Context: an optimization exercise on an open-source flow, tuned for small area. The choices shown serve that exercise and are no tape-out recipe. Function was checked by simulation only, so behaviour that the tests miss may differ from the original. No activity file was given, so power comes from the tool's default toggle rates. The flow treats the clock pin as an ideal source, which a real chip does not have.

==> run a: inputs <==
==> flow/design.v <==
module ram_responder #(
  parameter int LAT        = 2,
  parameter int DEPTH_BITS = 6
) (
  input  logic        CLK,
  input  logic        nRST,
  input  logic [31:0] ramaddr,
  input  logic [31:0] ramstore,
  input  logic        ramREN,
  input  logic        ramWEN,
  output logic [31:0] ramload,
  output logic [1:0]  ramstate,
  output logic [31:0] rd_count,
  output logic [31:0] wr_count
);
  localparam int NS = 64;    
  localparam int NP = 22;    
  localparam logic [1:0] S_IDLE = 2'd0;
  localparam logic [1:0] S_BUSY = 2'd1;
  localparam logic [1:0] S_ACC  = 2'd2;
  localparam logic [1:0] S_ERR  = 2'd3;
  logic [1:0]  state_reg;
  logic        cnt_reg;
  logic [5:0]  idx_reg;
  logic        rd_op_reg;
  logic [5:0]  rot;
  logic        sweep;
  logic [31:0] rdat [NS];
  logic [31:0] bdata;
  logic [5:0]  bidx;
  logic        bpend;
  logic [31:0] t1, t2;
  logic        req, bad, changed;
  logic [5:0]  idx;
  logic        acc, cap;
  assign req     = ramREN | ramWEN;
  assign bad     = (ramREN & ramWEN)
                 | (ramaddr[1:0] != 2'b00)
                 | (ramaddr[31:8] != '0);
  assign idx     = ramaddr[7:2];
  assign changed = (idx != idx_reg) | (ramREN != rd_op_reg);
  assign acc     = (state_reg == S_ACC);
  assign cap     = acc & ~rd_op_reg;
  always_ff @(posedge CLK or negedge nRST) begin
    if (!nRST) begin
      state_reg <= S_IDLE;
      rd_count  <= '0;
      wr_count  <= '0;
      rot       <= '0;
      sweep     <= 1'b1;
    end else begin
      rot      <= rot + 6'd1;
      if (rot == 6'd2) sweep <= 1'b0;
      rd_count <= rd_count + {31'd0, acc &  rd_op_reg};
      wr_count <= wr_count + {31'd0, acc & ~rd_op_reg};
      if (!req) begin
        state_reg <= S_IDLE;
      end else if (bad) begin
        state_reg <= S_ERR;
      end else if (state_reg != S_BUSY || changed) begin
        state_reg <= S_BUSY;
      end else if (!cnt_reg) begin
        state_reg <= S_ACC;
      end
    end
  end
  always_ff @(posedge CLK) begin
    if (req && !bad && (state_reg != S_BUSY || changed)) begin
      idx_reg   <= idx;
      rd_op_reg <= ramREN;
      cnt_reg   <= 1'b1;
    end else if (state_reg == S_BUSY) begin
      cnt_reg   <= 1'b0;
    end
  end
  logic [31:0] wdata;
  logic [5:0]  widx;
  logic        wlive;
  logic [5:0]  wslot;
  logic [NS-1:0] wport;
  assign wdata = cap ? ramstore : bdata;
  assign widx  = cap ? idx_reg  : bidx;
  assign wlive = cap | bpend;
  assign wslot = widx - rot;
  logic [31:0] pdata;
  assign pdata = sweep ? 32'd0 : wdata;
  always_ff @(posedge CLK) begin
    bdata <= wdata;
    bidx  <= widx;
  end
  always_ff @(posedge CLK or negedge nRST) begin
    if (!nRST) bpend <= 1'b0;
    else       bpend <= wlive & ~(|wport);
  end
  for (genvar s = 0; s < NS; s++) begin : g_slot
    localparam int NX = (s + 1) % NS;
    if (s % 3 == 0) begin : g_port
      localparam logic INV = ((s / 3) % 2) == 1;
      logic load;
      assign wport[s] = wlive & (wslot == 6'(NX));
      assign load     = wport[s] | sweep;
      always_ff @(posedge CLK)
        rdat[s] <= load ? (pdata ^ {32{INV}}) : ~rdat[NX];
    end else begin : g_plain
      assign wport[s] = 1'b0;
      always_ff @(posedge CLK)
        rdat[s] <= rdat[NX];
    end
  end
  logic [5:0]  rslot;
  logic [31:0] m;
  assign rslot = idx_reg - rot;
  always_comb begin
    m = '0;
    for (int j = 0; j < NP; j++)
      if (rslot == 6'(3 * j)) m = m | (rdat[3 * j] ^ {32{j % 2 == 1}});
  end
  always_ff @(posedge CLK) begin
    t1 <= m;
    t2 <= t1;
  end
  logic [1:0]  rmod;
  assign rmod = 2'(rslot % 6'd3);
  always_comb begin
    ramload = '0;
    if (acc && rd_op_reg)
      ramload = (rmod == 2'd0) ? m : (rmod == 2'd2) ? t1 : t2;
  end
  assign ramstate = state_reg;
endmodule
==> flow/run.sh <==
#!/bin/bash
# synth_recipe.tcl (not shown) runs the flow's synth.tcl, then flattens the netlist and writes it again
# the make line also repeats each setting of config.mk as NAME=value (left out here)
make -C /OpenROAD-flow-scripts/flow DESIGN_CONFIG=/design/flow/config.mk WORK_HOME=/design/flow/orfs CLKGATE_MAP_FILE= SYNTH_SCRIPT=/design/flow/synth_recipe.tcl finish
==> flow/config.mk <==
export PLATFORM = sky130hd
export DESIGN_NAME = ram_responder
export DESIGN_NICKNAME = ram_responder
export VERILOG_FILES = /design/flow/design.v
export SDC_FILE = /design/flow/constraint.sdc
export NUM_CORES = 4
export LEC_CHECK = 0
export ABC_AREA = 1
export CAP_MARGIN = 20
export CORE_MARGIN = 2
export CORE_UTILIZATION = 60
export CTS_CLUSTER_DIAMETER = 60
export CTS_CLUSTER_SIZE = 30
export SLEW_MARGIN = 20
==> flow/constraint.sdc <==
create_clock -name core_clock -period 10.0 [get_ports {CLK}]
set_input_delay 2.0000 -clock core_clock [delete_from_list [all_inputs] [get_ports {CLK}]]
set_output_delay 2.0000 -clock core_clock [all_outputs]
set_load 0.01 [all_outputs]
==> run b (differences from run a) <==
--- a/flow/design.v
+++ b/flow/design.v
@@ -21,15 +21,15 @@
   localparam logic [1:0] S_ERR  = 2'd3;
   logic [1:0]  state_reg;
   logic        cnt_reg;
-  logic [5:0]  idx_reg;
   logic        rd_op_reg;
   logic [5:0]  rot;
+  logic [5:0]  rslot;
   logic        sweep;
   logic [31:0] rdat [NS];
   logic [31:0] bdata;
-  logic [5:0]  bidx;
+  logic [5:0]  bslot;     
   logic        bpend;
-  logic [31:0] t1, t2;
+  logic [31:0] tk;
   logic        req, bad, changed;
   logic [5:0]  idx;
   logic        acc, cap;
@@ -38,7 +38,10 @@
                  | (ramaddr[1:0] != 2'b00)
                  | (ramaddr[31:8] != '0);
   assign idx     = ramaddr[7:2];
-  assign changed = (idx != idx_reg) | (ramREN != rd_op_reg);
+  logic [5:0]  islot, rnext;
+  assign islot   = idx - rot - 6'd1;
+  assign rnext   = rslot - 6'd1;
+  assign changed = (islot != rnext) | (ramREN != rd_op_reg);
   assign acc     = (state_reg == S_ACC);
   assign cap     = acc & ~rd_op_reg;
   always_ff @(posedge CLK or negedge nRST) begin
@@ -66,27 +69,27 @@
   end
   always_ff @(posedge CLK) begin
     if (req && !bad && (state_reg != S_BUSY || changed)) begin
-      idx_reg   <= idx;
       rd_op_reg <= ramREN;
       cnt_reg   <= 1'b1;
-    end else if (state_reg == S_BUSY) begin
-      cnt_reg   <= 1'b0;
+      rslot     <= islot;
+    end else begin
+      if (state_reg == S_BUSY) cnt_reg <= 1'b0;
+      rslot     <= rnext;
     end
   end
   logic [31:0] wdata;
-  logic [5:0]  widx;
   logic        wlive;
   logic [5:0]  wslot;
   logic [NS-1:0] wport;
   assign wdata = cap ? ramstore : bdata;
-  assign widx  = cap ? idx_reg  : bidx;
   assign wlive = cap | bpend;
-  assign wslot = widx - rot;
-  logic [31:0] pdata;
-  assign pdata = sweep ? 32'd0 : wdata;
+  assign wslot = cap ? rslot : bslot;
+  always_ff @(posedge CLK or negedge nRST) begin
+    if (!nRST) bdata <= '0;
+    else       bdata <= wdata;
+  end
   always_ff @(posedge CLK) begin
-    bdata <= wdata;
-    bidx  <= widx;
+    bslot <= wslot - 6'd1;
   end
   always_ff @(posedge CLK or negedge nRST) begin
     if (!nRST) bpend <= 1'b0;
@@ -100,31 +103,29 @@
       assign wport[s] = wlive & (wslot == 6'(NX));
       assign load     = wport[s] | sweep;
       always_ff @(posedge CLK)
-        rdat[s] <= load ? (pdata ^ {32{INV}}) : ~rdat[NX];
+        rdat[s] <= load ? (wdata ^ {32{INV}}) : ~rdat[NX];
     end else begin : g_plain
       assign wport[s] = 1'b0;
       always_ff @(posedge CLK)
         rdat[s] <= rdat[NX];
     end
   end
-  logic [5:0]  rslot;
   logic [31:0] m;
-  assign rslot = idx_reg - rot;
   always_comb begin
     m = '0;
     for (int j = 0; j < NP; j++)
       if (rslot == 6'(3 * j)) m = m | (rdat[3 * j] ^ {32{j % 2 == 1}});
   end
-  always_ff @(posedge CLK) begin
-    t1 <= m;
-    t2 <= t1;
-  end
   logic [1:0]  rmod;
-  assign rmod = 2'(rslot % 6'd3);
+  logic        atport;
+  assign rmod   = 2'(rslot % 6'd3);
+  assign atport = (rmod == 2'd0);
+  always_ff @(posedge CLK)
+    if (atport) tk <= m;
   always_comb begin
     ramload = '0;
     if (acc && rd_op_reg)
-      ramload = (rmod == 2'd0) ? m : (rmod == 2'd2) ? t1 : t2;
+      ramload = atport ? m : tk;
   end
   assign ramstate = state_reg;
 endmodule
==> flow/flow/run.sh (new file) <==
#!/bin/bash
# Layout: the standard layout (standard.sh) with three changes:
#  - synthesis is the standard flow's own script with ABC's area mapper (flow/area.script)
#    in place of ORFS's area script; everything else in it is unchanged;
#  - the port buffers are buf_1 cells;
#  - clock tree leaf clusters of at most 31 sinks within 100 um, without dummy loads.
set -euo pipefail
W=$(pwd)
F=$W/flow

# Synthesis script: ORFS's synth.tcl with the ABC script swapped, sourced from
# a copy of synth_recipe.tcl (which keeps -nofsm -noshare, flatten and rename).
sed "s#^source \$::env(SCRIPTS_DIR)/synth_preamble.tcl\$#&\nset abc_args [lreplace \$abc_args 1 1 $F/area.script]#" \
  "$FLOW_HOME/scripts/synth.tcl" > "$W/synth_core.tcl"
grep -q "area.script" "$W/synth_core.tcl"
sed "s#^source \$::env(SCRIPTS_DIR)/synth.tcl\$#source $W/synth_core.tcl#" \
  "$W/synth_recipe.tcl" > "$W/my_synth.tcl"
grep -q "synth_core.tcl" "$W/my_synth.tcl"

bash "$W/standard.sh" \
  "SYNTH_SCRIPT=$W/my_synth.tcl" \
  "BUFFER_PORTS_ARGS=-buffer_cell sky130_fd_sc_hd__buf_1" \
  "CTS_ARGS=-sink_clustering_enable -repair_clock_nets -sink_clustering_size 31 -sink_clustering_max_diameter 100 -dont_use_dummy_load" \
  finish > "$W/make.log" 2>&1
==> flow/flow/area.script (new file) <==
strash
dc2
dch -f
amap
topo
==> flow/standard.sh (new file) <==
#!/bin/bash
# synth_recipe.tcl (not shown) runs the flow's synth.tcl, then flattens the netlist and writes it again
# the make line also repeats each setting of config.mk as NAME=value (left out here)
make -C /OpenROAD-flow-scripts/flow DESIGN_CONFIG=/design/flow/config.mk WORK_HOME=/design/flow/orfs CLKGATE_MAP_FILE= SYNTH_SCRIPT=/design/flow/synth_recipe.tcl "${@:-finish}"
CORE_UTILIZATION = 75   (was 60)
CTS_CLUSTER_DIAMETER = not set   (was 60)
CTS_CLUSTER_SIZE = not set   (was 30)
removed: flow/run.sh
==> qor summary <==
item                                                      run a           run b
Status                                           finished clean  finished clean
Detail Route met3 WL                                    13.5 mm         24.7 mm
Total Power                                             19.0 mW         18.1 mW
Final period utilization                                  82.2%           77.6%
Remaining max-slew budget at the tightest pin             19.1%           19.5%
Core region area                                    100000 um^2      74200 um^2
Vias in the first global route                            36400           36400
Switching power of the nets                             4.56 mW         4.47 mW
Post-synthesis cell area                             60800 um^2      56100 um^2
Syn Inst Count                                             5550            4176
Largest stage delay, worst path                         0.91 ns         0.73 ns
Actual slew at the worst max-slew pin                   1.21 ns         1.21 ns
Die width                                                322 um          277 um
DP Wirelength                                           93.8 mm         92.7 mm
Power density over the cells                        277 nW/um^2     297 nW/um^2
Gpl congestion                                            0.836           0.907
Slowest stage cell on the critical path                 nand2_2           inv_2
Fraction of met3 tracks used by global routing            5.84%           12.7%
Initial core utilization                                  60.7%           75.6%
Number of synthesized flops with an enable pin                7               1
Comb power frac                                            4.6%            7.5%
Global router's overall resource usage                    32.9%           45.3%
Area growth from synthesis to final layout                12.4%           8.60%
Net count after synthesis                                  5638            4272
End of the critical path                            ramload[19]     ramload[12]
Clock buffer instance count of the final layout             154              80

re-timing with driven ports:
In the flow no input, the clock included, has a driving cell. The finished layouts below were timed again as built, in two steps.
Step 1 (the two cells are an assumption about what drives the block):
set clk [get_ports {CLK}]
set_driving_cell -lib_cell sky130_fd_sc_hd__clkbuf_16 $clk
set_driving_cell -lib_cell sky130_fd_sc_hd__buf_2 [delete_from_list [all_inputs] $clk]
Step 2 also shifts input and output timing later by t, the mid clock arrival at the registers, as if the neighbouring blocks saw the same clock.
Slacks: no drivers / after step 1 / after step 2; pairs: no drivers / after step 1.
| run | t (ns) | setup WS [ns] | worst setup path at the end | worst data-port slew with drivers (ns) |
|---|---|---|---|---|
| run a | 0.841 | 1.776 / 1.698 / 2.539 | register to output | 0.07 |
| run b | 0.744 | 2.243 / 2.173 / 2.917 | register to output | 0.06 |
After both steps setup and hold are still met in every run listed.
